This is an optimization exercise on Yosys and OpenROAD, whose aim is a short achievable clock period and few clock cycles per item, not a production implementation. Function was checked by simulation only, so behaviour that the tests miss may differ from the original.

File: design.v
`default_nettype none
package damsu_pkg;
	localparam int unsigned WINDOW_LEN  = 10;
	localparam int unsigned SAMPLE_BITS = 12;
	localparam int unsigned FULL_SCALE  = (1 << SAMPLE_BITS) - 1;
	localparam int unsigned SUM_W  = $clog2(WINDOW_LEN * FULL_SCALE + 1);
	localparam int unsigned SLOT_W = (WINDOW_LEN > 1) ? $clog2(WINDOW_LEN) : 1;
	localparam int unsigned FILL_W = $clog2(WINDOW_LEN + 1);
	localparam int unsigned WORD_W = 2 * SAMPLE_BITS;
	localparam int unsigned VREF_W  = 13;
	localparam int unsigned RATIO_W = 16;
	localparam int unsigned DROP_W  = 10;
	localparam int unsigned OFFS_W  = 10;
	localparam int unsigned RATIO_FRAC = 12;
	localparam logic [VREF_W-1:0]  VREF_RST  = VREF_W'(3300);
	localparam logic [RATIO_W-1:0] RATIO_RST = RATIO_W'(26438);
	localparam logic [DROP_W-1:0]  DROP_RST  = DROP_W'(400);
	localparam logic [OFFS_W-1:0]  OFFS_RST  = OFFS_W'(500);
	localparam int unsigned PADDR_W   = 4;
	localparam int unsigned PDATA_W   = 32;
	localparam int unsigned REG_IDX_W = 2;
	localparam logic [REG_IDX_W-1:0] REG_VREF  = 2'd0;
	localparam logic [REG_IDX_W-1:0] REG_RATIO = 2'd1;
	localparam logic [REG_IDX_W-1:0] REG_DROP  = 2'd2;
	localparam logic [REG_IDX_W-1:0] REG_OFFS  = 2'd3;
	localparam int unsigned DIV_D  = WINDOW_LEN * FULL_SCALE;
	localparam int unsigned HALF_D = DIV_D / 2;
	localparam int unsigned D_W    = $clog2(DIV_D + 1);
	localparam int unsigned P1_W   = SUM_W + VREF_W;
	localparam int unsigned P2_W   = P1_W + RATIO_W;
	localparam int unsigned OFF_W  = OFFS_W + D_W;
	localparam int unsigned X_W    = P1_W + 5;
	localparam int unsigned BR_W   = X_W + RATIO_FRAC;
	localparam longint unsigned BATT_ROUND = longint'(DIV_D) << (RATIO_FRAC - 1);
	localparam int unsigned XS_SH  = D_W - 1;
	localparam int unsigned XS_W   = X_W - XS_SH;
	localparam longint unsigned DIV_M = (64'd1 << X_W) / DIV_D;
	localparam int unsigned M_W    = $clog2(DIV_M + 1);
	localparam int unsigned PR_W   = XS_W + M_W;
	localparam int unsigned Q_W    = XS_W;
	localparam int unsigned QD_W   = Q_W + D_W;
	localparam int unsigned OUT_W      = 17;
	localparam int unsigned BATT_MAX   = 131071;
	localparam int unsigned TEMP_MAX   = 50000;
	localparam int unsigned TEMP_MIN_M = 20000;
	localparam int unsigned TEMP_SCALE = 10;
	typedef struct packed {
		logic [VREF_W-1:0]  vref_mv;
		logic [RATIO_W-1:0] divider_ratio_q12;
		logic [DROP_W-1:0]  diode_drop_mv;
		logic [OFFS_W-1:0]  sensor_offset_mv;
	} cfg_t;
	typedef struct packed {
		logic             valid;
		logic [SUM_W-1:0] bsum;
		logic [SUM_W-1:0] tsum;
		logic             full;
	} win_stat_t;
	typedef struct packed {
		logic           valid;
		logic           tag;
		logic [X_W-1:0] x;
	} div_req_t;
	typedef struct packed {
		logic           valid;
		logic           tag;
		logic [Q_W-1:0] q;
	} div_rsp_t;
endpackage
`default_nettype wire
`default_nettype none
import damsu_pkg::*;
module damsu_regs (
	input  wire logic               clk,
	input  wire logic               arst_n,
	input  wire logic               psel,
	input  wire logic               penable,
	input  wire logic               pwrite,
	input  wire logic [PADDR_W-1:0] paddr,
	input  wire logic [PDATA_W-1:0] pwdata,
	output logic      [PDATA_W-1:0] prdata,
	output logic                    pready,
	output damsu_pkg::cfg_t                    cfg
);
	logic                 wen;
	logic [REG_IDX_W-1:0] idx;
	damsu_pkg::cfg_t                 cfg_q;
	assign wen    = psel & penable & pwrite;
	assign idx    = paddr[PADDR_W-1:2];
	assign pready = 1'b1;
	assign cfg    = cfg_q;
	always_ff @(posedge clk or negedge arst_n) begin
		if (!arst_n) begin
			cfg_q.vref_mv           <= VREF_RST;
			cfg_q.divider_ratio_q12 <= RATIO_RST;
			cfg_q.diode_drop_mv     <= DROP_RST;
			cfg_q.sensor_offset_mv  <= OFFS_RST;
		end else if (wen) begin
			unique case (idx)
				REG_VREF:  cfg_q.vref_mv           <= pwdata[VREF_W-1:0];
				REG_RATIO: cfg_q.divider_ratio_q12 <= pwdata[RATIO_W-1:0];
				REG_DROP:  cfg_q.diode_drop_mv     <= pwdata[DROP_W-1:0];
				REG_OFFS:  cfg_q.sensor_offset_mv  <= pwdata[OFFS_W-1:0];
			endcase
		end
	end
	always_comb begin
		unique case (idx)
			REG_VREF:  prdata = PDATA_W'(cfg_q.vref_mv);
			REG_RATIO: prdata = PDATA_W'(cfg_q.divider_ratio_q12);
			REG_DROP:  prdata = PDATA_W'(cfg_q.diode_drop_mv);
			REG_OFFS:  prdata = PDATA_W'(cfg_q.sensor_offset_mv);
		endcase
	end
endmodule
`default_nettype wire
`default_nettype none
import damsu_pkg::*;
module damsu_window (
	input  wire logic                   clk,
	input  wire logic                   arst_n,
	input  wire logic                   accept,
	input  wire logic [SAMPLE_BITS-1:0] battery_sample,
	input  wire logic [SAMPLE_BITS-1:0] thermistor_sample,
	output damsu_pkg::win_stat_t                   stat
);
	logic [WORD_W-1:0]      ring [WINDOW_LEN];
	logic [WORD_W-1:0]      rd_q;
	logic [SAMPLE_BITS-1:0] bnew_s1;
	logic [SAMPLE_BITS-1:0] tnew_s1;
	logic                   upd_s1;
	logic [SLOT_W-1:0]      slot_q;
	logic [FILL_W-1:0]      fill_q;
	logic [SUM_W-1:0]       bsum_q;
	logic [SUM_W-1:0]       tsum_q;
	logic                   full_q;
	logic                   valid_q;
	logic [SAMPLE_BITS-1:0] bold;
	logic [SAMPLE_BITS-1:0] told;
	logic                   filling;
	logic [FILL_W-1:0]      fill_nxt;
	assign filling  = (fill_q < FILL_W'(WINDOW_LEN));
	assign bold     = filling ? '0 : rd_q[WORD_W-1:SAMPLE_BITS];
	assign told     = filling ? '0 : rd_q[SAMPLE_BITS-1:0];
	assign fill_nxt = filling ? fill_q + 1'b1 : fill_q;
	always_ff @(posedge clk) begin
		if (accept) begin
			rd_q <= ring[slot_q];
		end
		if (upd_s1) begin
			ring[slot_q] <= {bnew_s1, tnew_s1};
		end
	end
	always_ff @(posedge clk) begin
		if (accept) begin
			bnew_s1 <= battery_sample;
			tnew_s1 <= thermistor_sample;
		end
	end
	always_ff @(posedge clk or negedge arst_n) begin
		if (!arst_n) begin
			upd_s1  <= 1'b0;
			valid_q <= 1'b0;
			slot_q  <= '0;
			fill_q  <= '0;
			bsum_q  <= '0;
			tsum_q  <= '0;
			full_q  <= 1'b0;
		end else begin
			upd_s1  <= accept;
			valid_q <= upd_s1;
			if (upd_s1) begin
				bsum_q <= bsum_q - SUM_W'(bold) + SUM_W'(bnew_s1);
				tsum_q <= tsum_q - SUM_W'(told) + SUM_W'(tnew_s1);
				slot_q <= (slot_q == SLOT_W'(WINDOW_LEN - 1)) ? '0 : slot_q + 1'b1;
				fill_q <= fill_nxt;
				full_q <= (fill_nxt == FILL_W'(WINDOW_LEN));
			end
		end
	end
	assign stat.valid = valid_q;
	assign stat.bsum  = bsum_q;
	assign stat.tsum  = tsum_q;
	assign stat.full  = full_q;
endmodule
`default_nettype wire
`default_nettype none
import damsu_pkg::*;
module damsu_cdiv (
	input  wire logic clk,
	input  wire logic arst_n,
	input  damsu_pkg::div_req_t  req,
	output damsu_pkg::div_rsp_t  rsp
);
	localparam logic [M_W-1:0] MUL_C = M_W'(DIV_M);
	localparam logic [X_W-1:0] D1_C  = X_W'(DIV_D);
	localparam logic [X_W-1:0] D2_C  = X_W'(2 * DIV_D);
	logic [PR_W-1:0] prod_s1;
	logic [X_W-1:0]  x_s1;
	logic            tag_s1;
	logic            v_s1;
	logic [Q_W-1:0]  qest_s2;
	logic [QD_W-1:0] qd_s2;
	logic [X_W-1:0]  x_s2;
	logic            tag_s2;
	logic            v_s2;
	logic [Q_W-1:0]  q_s3;
	logic            tag_s3;
	logic            v_s3;
	logic [Q_W-1:0]  qest;
	logic [X_W-1:0]  rem;
	assign qest = prod_s1[XS_W +: Q_W];
	assign rem  = x_s2 - qd_s2[X_W-1:0];
	always_ff @(posedge clk) begin
		prod_s1 <= PR_W'(req.x[X_W-1:XS_SH]) * PR_W'(MUL_C);
		x_s1    <= req.x;
		tag_s1  <= req.tag;
		qest_s2 <= qest;
		qd_s2   <= QD_W'(qest) * QD_W'(DIV_D);
		x_s2    <= x_s1;
		tag_s2  <= tag_s1;
		tag_s3  <= tag_s2;
		if (rem >= D2_C) begin
			q_s3 <= qest_s2 + Q_W'(2);
		end else if (rem >= D1_C) begin
			q_s3 <= qest_s2 + Q_W'(1);
		end else begin
			q_s3 <= qest_s2;
		end
	end
	always_ff @(posedge clk or negedge arst_n) begin
		if (!arst_n) begin
			v_s1 <= 1'b0;
			v_s2 <= 1'b0;
			v_s3 <= 1'b0;
		end else begin
			v_s1 <= req.valid;
			v_s2 <= v_s1;
			v_s3 <= v_s2;
		end
	end
	assign rsp.valid = v_s3;
	assign rsp.tag   = tag_s3;
	assign rsp.q     = q_s3;
endmodule
`default_nettype wire
`default_nettype none
import damsu_pkg::*;
module damsu_scale (
	input  wire logic             clk,
	input  wire logic             arst_n,
	input  damsu_pkg::win_stat_t             stat,
	input  damsu_pkg::cfg_t                  cfg,
	output logic                  res_valid,
	output logic [OUT_W-1:0]      res_batt,
	output logic [OUT_W-1:0]      res_temp
);
	logic [P1_W-1:0]  pb_s1;
	logic [P1_W-1:0]  pt_s1;
	logic [OFF_W-1:0] off_s1;
	logic             v_s1;
	logic [P2_W-1:0]  pb_s2;
	logic [P1_W:0]    d_s2;
	logic             v_s2;
	logic [X_W-1:0]   xb_s3;
	logic [X_W-1:0]   xt_s3;
	logic             neg_s3;
	logic             v_s3;
	logic             v_s4;
	logic [Q_W-1:0]   qb_q;
	logic             res_valid_q;
	logic [OUT_W-1:0] batt_q;
	logic [OUT_W-1:0] temp_q;
	logic [BR_W-1:0]  brnd;
	logic [P1_W:0]    dneg;
	logic [P1_W-1:0]  dmag;
	logic [X_W-1:0]   dmag_x;
	logic [Q_W:0]     bsum;
	logic [Q_W-1:0]   tmag;
	logic [OUT_W-1:0] tmag_o;
	damsu_pkg::div_req_t         dreq;
	damsu_pkg::div_rsp_t         drsp;
	assign brnd   = BR_W'(pb_s2) + BR_W'(BATT_ROUND);
	assign dneg   = -d_s2;
	assign dmag   = d_s2[P1_W] ? dneg[P1_W-1:0] : d_s2[P1_W-1:0];
	assign dmag_x = X_W'(dmag);
	always_ff @(posedge clk) begin
		if (stat.valid) begin
			pb_s1  <= P1_W'(stat.bsum) * P1_W'(cfg.vref_mv);
			pt_s1  <= P1_W'(stat.tsum) * P1_W'(cfg.vref_mv);
			off_s1 <= OFF_W'(cfg.sensor_offset_mv) * OFF_W'(DIV_D);
		end
		if (v_s1) begin
			pb_s2 <= P2_W'(pb_s1) * P2_W'(cfg.divider_ratio_q12);
			d_s2  <= {1'b0, pb_s1[P1_W-1:0] & '0} | ({1'b0, pt_s1} - (P1_W + 1)'(off_s1));
		end
		if (v_s2) begin
			xb_s3  <= brnd[BR_W-1:RATIO_FRAC];
			xt_s3  <= (dmag_x << 3) + (dmag_x << 1) + X_W'(HALF_D);
			neg_s3 <= d_s2[P1_W];
		end
		if (drsp.valid && !drsp.tag) begin
			qb_q <= drsp.q;
		end
		if (drsp.valid && drsp.tag) begin
			batt_q <= (bsum > (Q_W + 1)'(BATT_MAX)) ? OUT_W'(BATT_MAX) : bsum[OUT_W-1:0];
			temp_q <= neg_s3 ? (OUT_W'(0) - tmag_o) : tmag_o;
		end
	end
	always_ff @(posedge clk or negedge arst_n) begin
		if (!arst_n) begin
			v_s1        <= 1'b0;
			v_s2        <= 1'b0;
			v_s3        <= 1'b0;
			v_s4        <= 1'b0;
			res_valid_q <= 1'b0;
		end else begin
			v_s1        <= stat.valid;
			v_s2        <= v_s1;
			v_s3        <= v_s2;
			v_s4        <= v_s3;
			res_valid_q <= drsp.valid & drsp.tag;
		end
	end
	assign dreq.valid = v_s3 | v_s4;
	assign dreq.tag   = v_s4;
	assign dreq.x     = v_s3 ? xb_s3 : xt_s3;
	damsu_cdiv u_cdiv (
		.clk    (clk),
		.arst_n (arst_n),
		.req    (dreq),
		.rsp    (drsp)
	);
	always_comb begin
		bsum = (Q_W + 1)'(qb_q) + (Q_W + 1)'(cfg.diode_drop_mv);
		if (neg_s3) begin
			tmag = (drsp.q > Q_W'(TEMP_MIN_M)) ? Q_W'(TEMP_MIN_M) : drsp.q;
		end else begin
			tmag = (drsp.q > Q_W'(TEMP_MAX)) ? Q_W'(TEMP_MAX) : drsp.q;
		end
		tmag_o = OUT_W'(tmag);
	end
	assign res_valid = res_valid_q;
	assign res_batt  = batt_q;
	assign res_temp  = temp_q;
endmodule
`default_nettype wire
`default_nettype none
import damsu_pkg::*;
module dual_adc_moving_average_scaler_unit (
	input  wire logic                   clk,
	input  wire logic                   arst_n,
	input  wire logic                   psel,
	input  wire logic                   penable,
	input  wire logic                   pwrite,
	input  wire logic [PADDR_W-1:0]     paddr,
	input  wire logic [PDATA_W-1:0]     pwdata,
	output logic      [PDATA_W-1:0]     prdata,
	output logic                        pready,
	input  wire logic                   in_valid,
	output logic                        in_ready,
	input  wire logic [SAMPLE_BITS-1:0] battery_sample,
	input  wire logic [SAMPLE_BITS-1:0] thermistor_sample,
	output logic                        out_valid,
	input  wire logic                   out_ready,
	output logic      [OUT_W-1:0]       battery_mv,
	output logic signed [OUT_W-1:0]     temperature_centi_c,
	output logic                        window_full
);
	damsu_pkg::cfg_t             cfg;
	damsu_pkg::win_stat_t        stat;
	logic             accept;
	logic             busy_q;
	logic             pend_q;
	logic             out_valid_q;
	logic [OUT_W-1:0] batt_q;
	logic [OUT_W-1:0] temp_q;
	logic             full_q;
	logic             res_valid;
	logic [OUT_W-1:0] res_batt;
	logic [OUT_W-1:0] res_temp;
	logic             have_res;
	logic             load;
	assign in_ready = ~busy_q;
	assign accept   = in_valid & in_ready;
	damsu_regs u_regs (
		.clk     (clk),
		.arst_n  (arst_n),
		.psel    (psel),
		.penable (penable),
		.pwrite  (pwrite),
		.paddr   (paddr),
		.pwdata  (pwdata),
		.prdata  (prdata),
		.pready  (pready),
		.cfg     (cfg)
	);
	damsu_window u_window (
		.clk               (clk),
		.arst_n            (arst_n),
		.accept            (accept),
		.battery_sample    (battery_sample),
		.thermistor_sample (thermistor_sample),
		.stat              (stat)
	);
	damsu_scale u_scale (
		.clk       (clk),
		.arst_n    (arst_n),
		.stat      (stat),
		.cfg       (cfg),
		.res_valid (res_valid),
		.res_batt  (res_batt),
		.res_temp  (res_temp)
	);
	assign have_res = res_valid | pend_q;
	assign load     = have_res & (~out_valid_q | out_ready);
	always_ff @(posedge clk or negedge arst_n) begin
		if (!arst_n) begin
			busy_q      <= 1'b0;
			pend_q      <= 1'b0;
			out_valid_q <= 1'b0;
		end else begin
			pend_q <= have_res & ~load;
			if (accept) begin
				busy_q <= 1'b1;
			end else if (load) begin
				busy_q <= 1'b0;
			end
			if (load) begin
				out_valid_q <= 1'b1;
			end else if (out_ready) begin
				out_valid_q <= 1'b0;
			end
		end
	end
	always_ff @(posedge clk) begin
		if (load) begin
			batt_q <= res_batt;
			temp_q <= res_temp;
			full_q <= stat.full;
		end
	end
	assign out_valid           = out_valid_q;
	assign battery_mv          = batt_q;
	assign temperature_centi_c = $signed(temp_q);
	assign window_full         = full_q;
endmodule
`default_nettype wire
File: run.sh
#!/bin/bash
# synth_recipe.tcl (not shown) runs the flow's synth.tcl, then flattens the netlist and writes it again
# the make line also repeats each setting of config.mk as NAME=value (left out here)
make -C /OpenROAD-flow-scripts/flow DESIGN_CONFIG=/design/flow/config.mk WORK_HOME=/design/flow/orfs CLKGATE_MAP_FILE= SYNTH_SCRIPT=/design/flow/synth_recipe.tcl finish
File: config.mk
export PLATFORM = sky130hd
export DESIGN_NAME = dual_adc_moving_average_scaler_unit
export DESIGN_NICKNAME = dual_adc_moving_average_scaler_unit
export VERILOG_FILES = /design/flow/design.v
export SDC_FILE = /design/flow/constraint.sdc
export NUM_CORES = 4
export LEC_CHECK = 0
export CAP_MARGIN = 20
export CORE_MARGIN = 2
export CORE_UTILIZATION = 40
export SLEW_MARGIN = 20
File: constraint.sdc
create_clock -name core_clock -period 8.0 [get_ports {clk}]
set_input_delay 1.6000 -clock core_clock [delete_from_list [all_inputs] [get_ports {clk}]]
set_output_delay 1.6000 -clock core_clock [all_outputs]
set_load 0.01 [all_outputs]
==> run_results.csv <==
group,metric,value,unit
run_status,outcome,"finished clean",
floorplanning,ioPinCount,137,
routing,ant_nets,0,
routing,drc,0,
routing,wl,178,mm
worst_setup_path,critPathMaxFanout,11,
place,gp_congestion,0.885,
worst_setup_path,cp.arrival,8080,ps
floorplanning,fp.dieH,447,um
sta,rsz0062_at_grt,"no",
synthesis,synth-seq-area-share,29.9,%
synthesis,ys_ff_latch,850,
global_route,grt_pass1_wl,288,mm
sta,slew_viol_final,0,
clock_tree,cts.path.max_buffers,3,
synthesis,synth_top_area_cell,"fa_1",
synthesis,synth_edf_count,589,
clock_tree,h-tree-depth,3,
clock_tree,post_cts.repair.setup_buffers,0,
sta,min_period_over_period,93.7,%
floorplanning,fp-row-count,162,
routing,viasPerCell,4.99,
worst_setup_path,start_kind,"flop",
clock_tree,cts_buffers,93,
min_path,hp-start,"u_scale.u_cdiv.x_s1[3]$_DFF_P_",
sta,tns,0,ps
sta,period_needed,7490,ps
place,portBuffers,101,
global_route,grt.overflow.total,0,
worst_setup_path,cp.required,8580,ps
worst_setup_path,path_buf_inv,6,
synthesis,syn_inst,7333,
synthesis,synth_top_area_share,25.8,%
synthesis,syn_area,78500,um2
global_route,grt_start_max_net_pins,70,
clock_tree,clock_latency,750,ps
routing,drt_first_pass_iters,6,
worst_setup_path,cp-startpoint,"u_scale.v_s3$_DFF_PN0_",
clock_tree,ctsResizeCount,0,
sta,max_freq,0.133,GHz
global_route,grt_pass1_vias,53000,
floorplanning,initial_core_util,40.3,%
global_route,grt_usage,18.2,%
layout,fillerInstances,18300,
clock_tree,cts_tree,"yes",
layout,utilization,44.1,%
min_path,worstHoldPathType,"reg2reg",
floorplanning,chipWidth,447,um
layout,drive_above_1_share,6.32,%
synthesis,synthTopCellsByArea,"fa_1 26%, edfxtp_1 23%, ha_1 12%",
synthesis,async_flop_share,12.1,%
layout,nNetsFinal,9208,
clock_tree,postCtsHoldBufs,0,
sta,finClkSkew,57.9,ps
worst_setup_path,slowest_stage,"o31ai_1",
layout,syn_to_final_growth,9.47,%
routing,vias,50400,
layout,final_common_cell,"inv_1",
clock_tree,cts.clk_slew.worst_paths,60,ps
synthesis,synth.distinct_cells,89,
floorplanning,die_area,200000,um2
floorplanning,design.core.area,195000,um2
sta,setup_viol,0,
sta,relSlewSlack,30.3,%
layout,final_cell_mix,"1,418 x inv_1, 1,012 x fa_1, 774 x nand2_1",
worst_setup_path,cp_top_family,"adder cells",
synthesis,postSynthAreaPerCell,10.7,um2
global_route,antenna_found_initial,7,
flow_run,max-cap-violations,0,
worst_setup_path,critPathMaxStageDelay,590,ps
synthesis,ys_warn_count,5,
synthesis,synth_ff_type,"edfxtp_1",
place,hpwl,140,mm
sta,tightest_slew,1040,ps
worst_setup_path,cp-end-kind,"flop",
routing,drt_iter0_markers,2727,
clock_tree,cts_root_buffer,"clkbuf_16",
clock_tree,cts_num_sinks,850,
sta,finalHoldViolCount,0,
routing,avgRoutedWirePerCell,17.6,um
worst_setup_path,critPathKind,"reg2reg",
worst_setup_path,r2r_start,"u_scale.v_s3$_DFF_PN0_",
==> worst paths after layout <==
path                                                 endpoint  slack (ps)  cells after the start
hold / removal                 u_scale.u_cdiv.x_s2[3]$_DFF_P_         300                      0
setup / recovery           u_scale.u_cdiv.prod_s1[37]$_DFF_P_         510                     25
min in group asynchronous                  busy_q$_DFFE_PN0P_         820                      1
setup reg to reg           u_scale.u_cdiv.prod_s1[37]$_DFF_P_         510                     25
max in group asynchronous        u_regs.cfg_q[15]$_DFFE_PN0P_        5790                      2
hold reg to reg                u_scale.u_cdiv.x_s2[3]$_DFF_P_         300                      0
==> per-stage QoR <==
stage	cell area (um2)	cells	hold WS [ps]	worst slack, ps
finish	85900	10100	301	506
floorplan	78600	7349	310	980
detailed placement	82700	9928	312	375
CTS	85900	10100	296	394
global route	85900	10100	314	101
global placement	82700	9928	312	436
==> area by class of cell <==
| cell class | instances | area [um2] | share of cell area [%] |
|---|---|---|---|
| clock inverter | 53 | 552 | 0.642 |
| multi-input combinational | 4835 | 48800 | 56.8 |
| sequential | 850 | 23500 | 27.3 |
| timing repair buffer | 202 | 1780 | 2.07 |
| antenna | 1 | 2.50 | 0.00291 |
| clock buffer | 123 | 2690 | 3.13 |
| inverter | 1418 | 5320 | 6.19 |
| tap | 2624 | 3280 | 3.82 |
==> flip-flops by register name (all words and copies together), names as in the netlist, 19 cells and up <==
| name | cells |
|---|---|
| u_window.ring | 240 |
| u_regs.cfg_q | 49 |
| u_scale.pb_s2 | 33 |
| u_scale.u_cdiv.x_s2 | 33 |
| u_scale.xb_s3 | 33 |
| u_scale.xt_s3 | 33 |
| u_scale.u_cdiv.qd_s2 | 32 |
| u_scale.u_cdiv.x_s1 | 32 |
| u_scale.d_s2 | 30 |
| u_scale.pb_s1 | 29 |
| u_scale.pt_s1 | 29 |
| u_scale.off_s1 | 25 |
| u_window.rd_q | 24 |
| u_scale.u_cdiv.prod_s1 | 20 |
| u_scale.qb_q | 19 |
| u_scale.u_cdiv.q_s3 | 19 |
| u_scale.u_cdiv.qest_s2 | 19 |
==> synthesized netlist by cell type (all sizes together) (59+ instances only) <==
library cell  instances
xor2                103
nor2                215
a21o                 89
mux2i                59
edfxtp              589
a21oi               214
fa                 1012
clkbuf              214
nor3                 72
dfrtp                80
dfxtp               158
o21ai               149
nor2b                75
ha                  729
mux2                 69
inv                1418
nand2               774
xnor2               228
and2                384
nand3                63
==> layer usage <==
layer  vias to the layer above  part of all wire [%]  track usage (%)
met5                         -                 0.015                0
met2                      1038                    48             31.0
met4                         4                   2.9             5.22
li1                      23800                     -                -
met1                     25400                    44             23.9
met3                       245                   5.2             3.06
==> cells by family after synthesis <==
kind of cell / share of synthesized area [%]
adder cells (fa/ha/maj): 37.4
multiplexers: 3.41
flip-flops: 29.9
XOR/XNOR: 3.69
other: 0.00957
AND/OR/NAND/NOR: 11.0
AO/OA/AOI/OAI: 6.50
buffers and inverters: 8.06
Testbench counts, summed over its fixed seeds: cycles 35,208, items 3,200.

## port drivers added, routing unchanged
The flow's constraints put no driver on any port. The routed layout listed below was extracted and timed again, unchanged, in two steps. Step 1 (the two cells are an assumption about what drives the block):
set clk [get_ports {clk}]
set_driving_cell -lib_cell sky130_fd_sc_hd__clkbuf_16 $clk
set_driving_cell -lib_cell sky130_fd_sc_hd__buf_2 [delete_from_list [all_inputs] $clk]
Step 2 moves the port delays by t, midway between the first and last clock arrival at a register: inputs arrive t later, outputs are due t later. That takes back most of the time a late clock gives input paths. Three values: ideal ports, drivers, drivers and shift; two values: the first two.
shift t [ns]: 0.797
setup WS [ns]: 0.506 / 0.506 / 0.506
worst setup path after step 2: register to register
After both steps this run still meets setup and hold. For this run, drivers alone change the setup slack by 0.000 ns; drivers and shift together by 0.000 ns.
